From an optimization exercise on the open Yosys and OpenROAD flow, aimed at small area, a short achievable clock period and few clock cycles; shortcuts taken in it are not production practice. In this exercise RTL edits were held to simulation tests only and were not proved equivalent to the original. Power is estimated from default activity; no workload was simulated.

===== run.sh =====
#!/bin/bash
# synth_recipe.tcl (not shown) runs the flow's synth.tcl, then flattens the netlist and writes it again
# the make line also repeats each setting of config.mk as NAME=value (left out here)
make -C /OpenROAD-flow-scripts/flow DESIGN_CONFIG=/design/flow/config.mk WORK_HOME=/design/flow/orfs CLKGATE_MAP_FILE= SYNTH_SCRIPT=/design/flow/synth_recipe.tcl finish

===== config.mk =====
export PLATFORM = sky130hd
export DESIGN_NAME = mips_mc_core_hs
export DESIGN_NICKNAME = mips_mc_core_hs
export VERILOG_FILES = /design/flow/design.v
export SDC_FILE = /design/flow/constraint.sdc
export NUM_CORES = 4
export LEC_CHECK = 0
export CAP_MARGIN = 20
export CORE_MARGIN = 2
export CORE_UTILIZATION = 25
export SLEW_MARGIN = 20

===== constraint.sdc =====
create_clock -name core_clock -period 6.0 [get_ports {clk}]
set_input_delay 1.2000 -clock core_clock [delete_from_list [all_inputs] [get_ports {clk}]]
set_output_delay 1.2000 -clock core_clock [all_outputs]
set_load 0.01 [all_outputs]

===== design.v =====
module mips_mc_core_hs (
    input  logic        clk,
    input  logic        reset_n,
    output logic        mem_req,
    output logic        mem_we,
    output logic [15:0] mem_addr,
    output logic [31:0] mem_wdata,
    input  logic [31:0] mem_rdata,
    input  logic        mem_ready,
    output logic        retire,
    output logic        halted,
    output logic        error,
    output logic [1:0]  err_code,
    output logic [31:0] pc_dbg
);
    localparam logic [5:0] OP_RTYPE = 6'b000000;
    localparam logic [5:0] OP_ADDI  = 6'b001000;
    localparam logic [5:0] OP_LW    = 6'b100011;
    localparam logic [5:0] OP_SW    = 6'b101011;
    localparam logic [5:0] OP_BEQ   = 6'b000100;
    localparam logic [5:0] OP_J     = 6'b000010;
    localparam logic [5:0] FN_ADD   = 6'b100000;
    localparam logic [5:0] FN_SUB   = 6'b100010;
    localparam logic [5:0] FN_AND   = 6'b100100;
    localparam logic [5:0] FN_OR    = 6'b100101;
    localparam logic [5:0] FN_SLT   = 6'b101010;
    localparam logic [5:0] FN_JR    = 6'b001000;
    localparam logic [5:0] FN_BRK   = 6'b001101;
    logic [31:0] pc_f;               
    logic [31:0] ir, pc_ir;          
    logic        ir_v, pred_t;       
    logic        m_act, m_we;        
    logic [13:0] m_wa;               
    logic [4:0]  m_rt;               
    logic [7:0]  wcnt;               
    logic        halted_q, error_q, ret_q;
    logic [1:0]  ec_q;
    logic [31:0] rf [1:31];          
    logic [31:1] rv;
    logic stop, waiting, tmo, f_done, e_go;
    assign stop    = halted_q | error_q;
    assign waiting = ~stop & ~mem_ready;
    assign tmo     = waiting & (wcnt == 8'hff);
    assign f_done  = ~stop & ~m_act & mem_ready;
    assign e_go    = ~stop & ~m_act & ir_v & (mem_ready | tmo);
    assign mem_req  = reset_n & ~stop;
    assign mem_we   = reset_n & m_act & m_we;
    assign mem_addr = m_act ? {m_wa, 2'b00} : pc_f[15:0];
    assign retire   = ret_q;
    assign halted   = halted_q;
    assign error    = error_q;
    assign err_code = ec_q;
    assign pc_dbg   = pc_f;
    logic [5:0]  f_op;
    logic [31:0] pcf4, f_tgt, f_next;
    logic        f_pt;
    assign f_op  = mem_rdata[31:26];
    assign pcf4  = pc_f + 32'd4;
    assign f_tgt = {pcf4[31:2] + {{14{mem_rdata[15]}}, mem_rdata[15:0]}, 2'b00};
    assign f_pt  = (f_op == OP_BEQ) && ((mem_rdata[25:21] == mem_rdata[20:16]) || mem_rdata[15]);
    assign f_next = (f_op == OP_J) ? {pcf4[31:28], mem_rdata[25:0], 2'b00}
                  : f_pt ? f_tgt : pcf4;
    logic [5:0] op, fn;
    logic       is_r, r_alu, r_jr, r_brk, i_addi, i_lw, i_sw, i_beq, i_j, illegal;
    assign op     = ir[31:26];
    assign fn     = ir[5:0];
    assign is_r   = (op == OP_RTYPE);
    assign r_alu  = is_r && (fn == FN_ADD || fn == FN_SUB || fn == FN_AND || fn == FN_OR
                             || fn == FN_SLT);
    assign r_jr   = is_r && (fn == FN_JR);
    assign r_brk  = is_r && (fn == FN_BRK);
    assign i_addi = (op == OP_ADDI);
    assign i_lw   = (op == OP_LW);
    assign i_sw   = (op == OP_SW);
    assign i_beq  = (op == OP_BEQ);
    assign i_j    = (op == OP_J);
    assign illegal = !(r_alu || r_jr || r_brk || i_addi || i_lw || i_sw || i_beq || i_j);
    logic [4:0]  ra, rb;
    logic [31:0] rs_val, rt_val;
    assign ra = ir[25:21];
    assign rb = m_act ? m_rt : ir[20:16];
    always_comb begin
        rs_val = '0;
        rt_val = '0;
        for (int i = 1; i < 32; i++) begin
            rs_val = rs_val | ({32{rv[i] && (ra == 5'(i))}} & rf[i]);
            rt_val = rt_val | ({32{rv[i] && (rb == 5'(i))}} & rf[i]);
        end
    end
    assign mem_wdata = rt_val;
    logic [31:0] imm, opb, sum, alu, pcn, e_btgt;
    logic        sub, slt, eq, mem_op, mis, e_redir, e_stop, e_ret;
    assign imm = {{16{ir[15]}}, ir[15:0]};
    assign opb = is_r ? rt_val : imm;
    assign sub = is_r & fn[1];
    assign sum = rs_val + (opb ^ {32{sub}}) + {31'd0, sub};
    assign slt = (rs_val[31] ^ rt_val[31]) ? rs_val[31] : sum[31];
    always_comb begin
        if (!is_r)       alu = sum;
        else if (fn[2])  alu = fn[0] ? (rs_val | rt_val) : (rs_val & rt_val);
        else if (fn[3])  alu = {31'd0, slt};
        else             alu = sum;
    end
    assign eq     = (rs_val == rt_val);
    assign pcn    = pc_ir + 32'd4;
    assign e_btgt = {pcn[31:2] + imm[29:0], 2'b00};
    assign mem_op = i_lw | i_sw;
    assign mis    = (r_jr && rs_val[1:0] != 2'b00) || (mem_op && sum[1:0] != 2'b00);
    assign e_redir = (i_beq && (eq != pred_t)) || (r_jr && rs_val[1:0] == 2'b00);
    assign e_stop  = r_brk || illegal || mis;
    assign e_ret   = r_alu || i_addi || i_beq || i_j || (r_jr && rs_val[1:0] == 2'b00) || r_brk;
    logic        wen;
    logic [4:0]  wa;
    logic [31:0] wd;
    assign wen = (e_go && (r_alu || i_addi)) || (m_act && !m_we && !stop && mem_ready);
    assign wa  = m_act ? m_rt : (is_r ? ir[15:11] : ir[20:16]);
    assign wd  = m_act ? mem_rdata : alu;
    always_ff @(posedge clk) begin
        for (int i = 1; i < 32; i++)
            if (wen && wa == 5'(i)) rf[i] <= wd;
    end
    always_ff @(posedge clk or negedge reset_n) begin
        if (!reset_n) rv <= '0;
        else if (wen && wa != 5'd0) rv[wa] <= 1'b1;
    end
    logic m_done, m_hit;
    assign m_done = m_act && !stop && mem_ready;
    assign m_hit  = m_we && ir_v && (m_wa == pc_ir[15:2]);    
    always_ff @(posedge clk) begin
        if (f_done && !(e_go && (e_redir || e_stop))) begin
            ir     <= mem_rdata;
            pc_ir  <= pc_f;
            pred_t <= f_pt;
        end
        if (e_go && mem_op) begin
            m_we <= i_sw;
            m_wa <= sum[15:2];
            m_rt <= ir[20:16];
        end
    end
    always_ff @(posedge clk or negedge reset_n) begin
        if (!reset_n) begin
            pc_f     <= 32'd0;
            ir_v     <= 1'b0;
            m_act    <= 1'b0;
            wcnt     <= 8'd0;
            halted_q <= 1'b0;
            error_q  <= 1'b0;
            ec_q     <= 2'd0;
            ret_q    <= 1'b0;
        end else begin
            wcnt  <= waiting ? wcnt + 8'd1 : 8'd0;
            ret_q <= (e_go && e_ret) || m_done;
            if (m_act) begin
                if (m_done) begin
                    m_act <= 1'b0;
                    if (m_hit) begin
                        ir_v <= 1'b0;
                        pc_f <= pc_ir;
                    end
                end else if (tmo) begin
                    m_act   <= 1'b0;
                    error_q <= 1'b1;
                    ec_q    <= 2'd1;
                    if (ir_v) pc_f <= pc_ir;
                end
            end else if (!stop && (mem_ready || tmo)) begin
                if (e_go && e_stop) begin
                    ir_v <= 1'b0;
                    pc_f <= pcn;
                    if (r_brk) halted_q <= 1'b1;
                    else begin
                        error_q <= 1'b1;
                        ec_q    <= illegal ? 2'd2 : 2'd3;
                    end
                end else if (e_go && e_redir) begin
                    ir_v <= 1'b0;
                    pc_f <= r_jr ? rs_val : (eq ? e_btgt : pcn);
                end else if (mem_ready) begin
                    ir_v <= 1'b1;
                    pc_f <= f_next;
                    if (e_go && mem_op) m_act <= 1'b1;
                end else begin
                    ir_v <= 1'b0;
                    if (e_go && mem_op) m_act <= 1'b1;
                    else begin
                        error_q <= 1'b1;
                        ec_q    <= 2'd1;
                    end
                end
            end
        end
    end
endmodule

==> results.txt <==
[cell families after synthesis]
| logic type | synth area share (%) |
|---|---|
| muxes | 1.162 |
| xor gates and xnor gates | 2.866 |
| and+or+nand+nor | 9.822 |
| buffers and inverters | 3.202 |
| AOI/OAI and AO/OA | 20.52 |
| DFF | 58.75 |
| adders and majority gates | 3.683 |
[sequential cells by signal (all words and copies together) (netlist names)]
register	flops
rf	992
ir	32
pc_f	32
pc_ir	32
rv	31
m_wa	14
wcnt	8
m_rt	5
ec_q	2
error_q	1
halted_q	1
ir_v	1
m_act	1
m_we	1
pred_t	1
ret_q	1
[routing by layer]
metal	share of wire (%)	GRT usage (%)	vias up
li1	-	-	20897
met2	42	38.71	4697
met3	14	9.507	1259
met1	37	32.96	26719
met4	7.7	16.01	10
met5	0.048	0.2041	-
[metrics by stage]
step           utilization (%)  area [um2]  cells  setup WS, ps  hold WS (ps)
2_1_floorplan                -       58440   4721         5.827         424.4
6_report                 33.43       77650   8714        -132.0         351.2
4_1_cts                  33.06       76800   8679        -27.60         344.5
5_1_grt                  33.42       77640   8709        -268.7         376.8
3_5_place_dp             30.74       71410   8409        -559.9         448.9
3_3_place_gp             30.74       71410   8409        -634.2         437.4
[worst max-delay path, delay by kind of cell (launching register included)]
kind	cells	cell delay [ps]
DFF	1	550
AOI/OAI and AO/OA	9	1650
xor gates and xnor gates	2	230
adders and majority gates	1	320
and+or+nand+nor	9	2000
buffers and inverters	7	1120
[layout by cell type (no fill, tap or decap), types with 37 or more instances in the layout]
cell	synthesis	final
edfxtp_1	1077	1077
buf_4	0	656
a22oi_1	459	457
nand2_1	268	262
a22o_1	231	230
a221oi_1	264	224
buf_12	0	195
inv_1	178	178
ha_1	167	162
nand3_1	149	143
clkbuf_16	0	138
nor2_1	178	135
nand4_1	120	120
xnor2_1	127	117
clkdlybuf4s50_1	0	111
o21ai_0	126	105
a21oi_1	133	98
dfrtp_1	78	77
xor2_1	64	64
a21o_1	52	52
nor3_1	63	51
and3_1	96	50
mux2i_1	43	43
a221oi_2	4	37
[area by class of cell]
cell class	instances	area, um2	area share, %
multi-input cells	3081	23700	30.52
diodes	7	17.52	0.02256
well taps	3043	3807	4.903
clock inverters	86	1100	1.416
repair buffers	1005	10550	13.58
flip-flops and latches	1155	34300	44.17
inverters	178	668.1	0.8604
clock buffers	159	3520	4.532
[repair_timing]
action                     CTS  global route
hold buffers                 0             0
resized for setup          106           132
setup buffers               23            26
setup endpoints to repair  756           758
gates cloned                 4             2
pin swaps                   32            70
[worst paths after layout]
check / from / end / slack [ps] / depth (start not counted)
worst max-delay path: m_rt[2] / rf[24][0] / -130 / 28
worst min-delay path: reset_n / ret_q / 350 / 1
worst max register to register: m_rt[2] / rf[24][0] / -130 / 28
worst min register to register: wcnt[0] / wcnt[0] / 450 / 1
max in group asynchronous: reset_n / m_act / 4590 / 2
min in group core_clock: wcnt[0] / wcnt[0] / 450 / 1
[power breakdown]
part	switching [W]	internal (W)	total [W]	leakage [nW]
clock	0.00371	0.00497	0.00868	2.25
combinational	0.00246	0.00181	0.00426	15.3
sequential	0.000245	0.00934	0.00958	10.7
total	0.00641	0.0161	0.0225	28.2
==> impl_metrics.ini <==
[timing]
drv_slew = 0
tightest_slew_ps = 1172
post-route-min-period_ps = 6132
fin_ws_ps = -132.0
rsz0062_at_grt = true
setup_viol_count_final = 162
fmax_ghz = 0.1631
fin_setup_tns_ps = -9844
fin_skew_ps = 58.42
finalHoldViolCount = 0
min_period_over_period_pct = 102.2
relSlewSlack_pct = 21.89

[critical_path]
required_ps = 6680
cpMaxStageDelayCell = edfxtp_1
cp.arrival_ps = 6820
end_kind = flop
path_class = reg -> reg
critPathLaunchType = flop
crit_fanout = 18
critical-path-max-stage-delay_ps = 550

[synthesis]
synth_area_um2 = 58370
yosys.area.top_type_share_pct = 55.40
synth.most_common_cell = edfxtp_1
yosys.cell_types.count = 99
yosysWarnings = 2
async_flop_share_pct = 6.753
ys_seq_area_share_pct = 58.75
synth_top_area_cell = edfxtp_1
synth.avg_cell_area_um2 = 12.36
syn-instance-count = 4721
synth_seq_cells = 1155
syn_nets = 4926
synth_top_flop_cell = edfxtp_1
synth_edf_count = 1077
synth_common_cells = edfxtp_1, a22oi_1, nand2_1, a221oi_1, clkbuf_1
synthTopCellsByArea = edfxtp_1, a22oi_1, a221oi_1

[drt]
post_drt_wl_per_cell_um = 37.40
drt-initial-drc-count = 10216
remaining_drc_errors = 0
antenna_left = 0
vias = 53582
drt-pass1-iter-count = 9
vias_per_cell = 6.149
wl_mm = 325.9

[cts]
numCtsBuffers = 133
htree_levels = 4
cts_tree = built
clk_pin_slew_ps = 60
clock_sinks = 1155
cts_buffer_depth = 3
root_buffer = clkbuf_16
insertion_delay_ps = 840

[floorplan]
core_um2 = 232300
io_pins = 122
dieArea_um2 = 237400
chipHeight_um = 487.2
rows = 177
die_x_um = 487.2
initial_core_util_pct = 25.13

[global_route]
grt_pass1_wl_mm = 433.7
grt_max_degree = 70
grt.overflow.total = 0
grt_antenna_before_repair = 13
grt_pass1_vias = 50344
grt_use_total_pct = 26.38

[placed_design]
hpwlAfterDp_mm = 224.4
portBuffers = 121
place.gp.congestion = 1.066

[final_layout]
layout-drive-gt1-share_pct = 25.32
fillers = 22716
final_nets = 5759
area_growth_pct = 33.03

[status]
so.violations = setup timing
outcome = complete, but fails checks

[power]
leakagePower_nw = 28.19
power_w = 0.02252
ir_drop_v = 0.0003403
power_per_cell_area_nw_per_um2 = 290.0

[job]
maxCapViolCount = 0

[min_path]
hold_path_class = in -> async
Testbench counts, summed over its fixed seeds: cycles 64,085.

## static timing again, ports no longer ideal
The flow's constraints put no driver on any port. The routed layout listed below was extracted and timed again, unchanged, in two steps.
Step 1: set_driving_cell puts a clkbuf_16 on clk and a buf_2 on each other input, an assumption about the parent block.
Step 2 adds t to the input delays and takes it off the output delays; t is the mean of the earliest and latest rising clock arrival at the registers after step 1. Input paths then give back, and output paths get back, about the clock's delay inside the block.
Slacks: ideal / step 1 / step 2; pairs: ideal / step 1.
shift t [ns]: 0.901
slack for setup (ns): -0.132 / -0.132 / -0.132
worst setup path after step 2: register to register
For this run, drivers alone change the setup slack by 0.000 ns; drivers and shift together by 0.000 ns.
